This design comes from an exercise in tuning for small area on the open sky130 flow, not from production work.
At most, simulation tests tie the RTL to the original design; equivalence was not proved.
Power is estimated from default activity; no workload was simulated.

Setup of fjord:
// dac_spi_rx
module dac_spi_rx #(
  parameter int SYNC_STAGES = 2,
  parameter int NBITS       = 24,
  parameter int NCH         = 16
) (
  input  logic        clk,
  input  logic        rst,
  input  logic        spi_sync,
  input  logic        spi_sclk,
  input  logic        spi_data,
  input  logic [3:0]  rd_addr,
  output logic [15:0] rd_data,
  output logic        rx_valid,
  output logic [3:0]  rx_comm,
  output logic [3:0]  rx_addr,
  output logic [15:0] rx_data,
  output logic        frame_err,
  output logic        busy
);
  logic sync_s, sync_rise, sync_fall;
  logic sclk_s, sclk_rise, sclk_fall;
  logic data_s, data_rise, data_fall;
  logic unused_edges;
  spi_in_sync #(.STAGES(SYNC_STAGES), .RST_VAL(1'b1)) u_sync_sync (
    .clk(clk), .rst(rst), .din(spi_sync), .dout(sync_s), .rise(sync_rise), .fall(sync_fall));
  spi_in_sync #(.STAGES(SYNC_STAGES), .RST_VAL(1'b1)) u_sclk_sync (
    .clk(clk), .rst(rst), .din(spi_sclk), .dout(sclk_s), .rise(sclk_rise), .fall(sclk_fall));
  spi_in_sync #(.STAGES(SYNC_STAGES), .RST_VAL(1'b0)) u_data_sync (
    .clk(clk), .rst(rst), .din(spi_data), .dout(data_s), .rise(data_rise), .fall(data_fall));
  assign unused_edges = ^{sync_s, sclk_s, sclk_rise, data_rise, data_fall};
  dac_spi_pkg::rx_state_e                 state_q, state_d;
  logic [dac_spi_pkg::DAC_FRAME_BITS-1:0] sr_q, sr_d;
  logic [4:0]                cnt_q, cnt_d;
  logic                      rx_valid_q, rx_valid_d;
  logic                      frame_err_q, frame_err_d;
  logic [3:0]                rx_comm_q, rx_comm_d;
  logic [3:0]                rx_addr_q, rx_addr_d;
  logic [15:0]               rx_data_q, rx_data_d;
  logic                      good;
  always_comb begin
    state_d     = state_q;
    sr_d        = sr_q;
    cnt_d       = cnt_q;
    good        = 1'b0;
  ...
clock: 5.0 ns
lec_check: 0
cap_margin: 20
core_margin: 2
core_utilization: 40
gpl_timing_driven: 0
slew_margin: 20
synth_hierarchical: 1
synth_minimum_keep_size: 0
standard.sh (not shown) runs the stock make flow with config.mk's settings and CLKGATE_MAP_FILE= SYNTH_SCRIPT=/design/flow/synth_recipe.tcl, a recipe that flattens the netlist after the stock synthesis.
==> flow/flow/run.sh <==
#!/bin/bash
# Own layout flow: the standard synthesis, then the standard ORFS steps with:
#  - port buffers of a plain buffer cell (sky130_fd_sc_hd__buf_1) that the resizer may resize
#    freely (MATCH_CELL_FOOTPRINT=0), instead of a delay-buffer footprint,
#  - clock tree synthesis with small clock buffers and small sink clusters, and no dummy
#    balancing loads.
# Each tool's output goes to synth.log / layout.log in the work folder.
set -euo pipefail
cd "$(dirname "$0")/.."
bash standard.sh synth > synth.log 2>&1
bash standard.sh \
  "BUFFER_PORTS_ARGS=-buffer_cell sky130_fd_sc_hd__buf_1" \
  "CTS_ARGS=-sink_clustering_enable -repair_clock_nets -sink_clustering_size 10 -sink_clustering_max_diameter 30 -buf_list {sky130_fd_sc_hd__clkbuf_4} -dont_use_dummy_load" \
  "MATCH_CELL_FOOTPRINT=0" \
  finish > layout.log 2>&1
Setup changes, fjord to cedar
Settings: CORE_UTILIZATION: 40 -> 60.
[summary]
cedar completed end to end with timing, DRC and antenna clean. Cmp cedar vs fjord: power lower in cedar. cedar against fjord; largest net degree at the start of global routing is down by more than a quarter. Between cedar and fjord, the routed wire length does not differ in any meaningful way. Well tap count delta for cedar relative to fjord: 191 lower. cedar leaves less setup margin than fjord. Post-layout instance count excluding filler cells (cedar vs. fjord) decreases by more than 10%. Per the comparison of cedar with fjord, wire length of the first global-routing pass down about 2.8%; post-placement setup slack up 38 ps. Final design area excluding fillers, fjord and cedar: smaller value in cedar. On cedar: detailed-routed wire length on met3 is 10% higher than what fjord gave.
No functional check of the RTL was part of any run of this note.


Another version of the RTL of dac_spi_rx (not shown whole).
Size: about 1100 cells after synthesis, ~580 flip-flops, ~18000 sq um of cells after synthesis.
make LEC_CHECK=0 CAP_MARGIN=20 CORE_MARGIN=2 CORE_UTILIZATION=40 CTS_BUF_LIST=sky130_fd_sc_hd__clkbuf_8 CTS_CLUSTER_DIAMETER=50 CTS_CLUSTER_SIZE=20 SLEW_MARGIN=20 finish   # period 5.0 ns
run.sh (not shown) runs the stock make flow with config.mk's settings and CLKGATE_MAP_FILE= SYNTH_SCRIPT=/design/flow/synth_recipe.tcl, a recipe that flattens the netlist after the stock synthesis.
Stock flow here: none of the scripts above is used.
Edit:
==> flow/flow/run.sh (new file) <==
#!/bin/bash
# Own layout flow: the standard synthesis, then the standard ORFS steps with:
#  - port buffers of a plain buffer cell (sky130_fd_sc_hd__buf_1) that the resizer may resize
#    freely (MATCH_CELL_FOOTPRINT=0), instead of a delay-buffer footprint,
#  - clock tree synthesis with small clock buffers and small sink clusters, and no dummy
#    balancing loads.
# Each tool's output goes to synth.log / layout.log in the work folder.
set -euo pipefail
cd "$(dirname "$0")/.."
bash standard.sh synth > synth.log 2>&1
bash standard.sh \
  "BUFFER_PORTS_ARGS=-buffer_cell sky130_fd_sc_hd__buf_1" \
  "CTS_ARGS=-sink_clustering_enable -repair_clock_nets -sink_clustering_size 10 -sink_clustering_max_diameter 30 -buf_list {sky130_fd_sc_hd__clkbuf_4} -dont_use_dummy_load" \
  "MATCH_CELL_FOOTPRINT=0" \
  finish > layout.log 2>&1
==> flow/standard.sh (new file) <==
#!/bin/bash
# synth_recipe.tcl (not shown) runs the flow's synth.tcl, then flattens the netlist and writes it again
# the make line also repeats each setting of config.mk as NAME=value (left out here)
make -C /OpenROAD-flow-scripts/flow DESIGN_CONFIG=/design/flow/config.mk WORK_HOME=/design/flow/orfs CLKGATE_MAP_FILE= SYNTH_SCRIPT=/design/flow/synth_recipe.tcl "${@:-finish}"
CORE_UTILIZATION = 60   (was 40)
CTS_BUF_LIST = default   (was sky130_fd_sc_hd__clkbuf_8)
CTS_CLUSTER_DIAMETER = default   (was 50)
CTS_CLUSTER_SIZE = default   (was 20)
GPL_TIMING_DRIVEN = 0   (was default)
removed: flow/run.sh
Outcome: The changed run completed without violations; first-iteration DRC count came out higher by 1.1%; routed wire length came out higher by 3.9%; area after synthesis is unchanged; clock-buffer cell count came out higher by 52; synthesized cell count stays the same; final cell count came out lower by 12%; cell area came out lower by 7.4%; die area came out lower by 33%; worst setup slack improved by 0.048 ns; hold slack got worse by 0.24 ns; core utilization came out higher by 19 points.
Edit:
==> flow/flow/run.sh (replaced) <==
#!/bin/bash
# Own layout flow: the standard synthesis and ORFS steps, with three changes:
#  - port buffers use a small buffer cell instead of the default one,
#  - clock tree synthesis inserts no dummy balancing loads,
#  - after global routing, repair_timing recovers area on paths with positive slack.
set -euo pipefail
cd "$(dirname "$0")/.."
bash standard.sh synth > synth.log 2>&1
bash standard.sh \
  "BUFFER_PORTS_ARGS=-buffer_cell sky130_fd_sc_hd__buf_2" \
  "CTS_ARGS=-sink_clustering_enable -repair_clock_nets -sink_clustering_size 24 -sink_clustering_max_diameter 40 -buf_list sky130_fd_sc_hd__clkbuf_8 -dont_use_dummy_load" \
  "MATCH_CELL_FOOTPRINT=0" \
  finish > layout.log 2>&1
CORE_UTILIZATION = 40   (was 60)
Non-clock buffer count goes down by 1.
Utilization goes down by 21 points.
Design area goes up by a few percent.
Flip-flop and latch count does not change.
Synthesized cell count is unchanged.
Combinational power goes up by a few percent.

==> separate check: timing with driven ports <==
The results above use ideal ports. As a check the final layouts listed here were re-extracted and re-timed, cells and wires unchanged. Step 1: set_driving_cell puts a clkbuf_16 on clk and a buf_2 on each other input, an assumption about the parent block. Step 2 moves the port delays by t, midway between the first and last clock arrival at a register: inputs arrive t later, outputs are due t later. That takes back most of the time a late clock gives input paths. a / b / c = no drivers / after step 1 / after step 2; a / b = the first two.
run	shift t [ns]	setup slack, ns	worst setup path at the end
fjord	0.797	0.243 / 0.196 / 0.239	input to output
cedar	0.731	0.117 / 0.070 / 0.092	input to output
the first run of note 2	0.656	0.145 / 0.122 / 0.122	input to output
the second run of note 2	0.765	0.193 / 0.148 / 0.150	input to output
the third run of note 2	0.655	0.113 / 0.091 / 0.091	input to output
After both steps setup and hold are still met in every run listed. For the second run of note 2, which loses most, drivers alone change the setup slack by -0.045 ns; drivers and shift together by -0.043 ns.
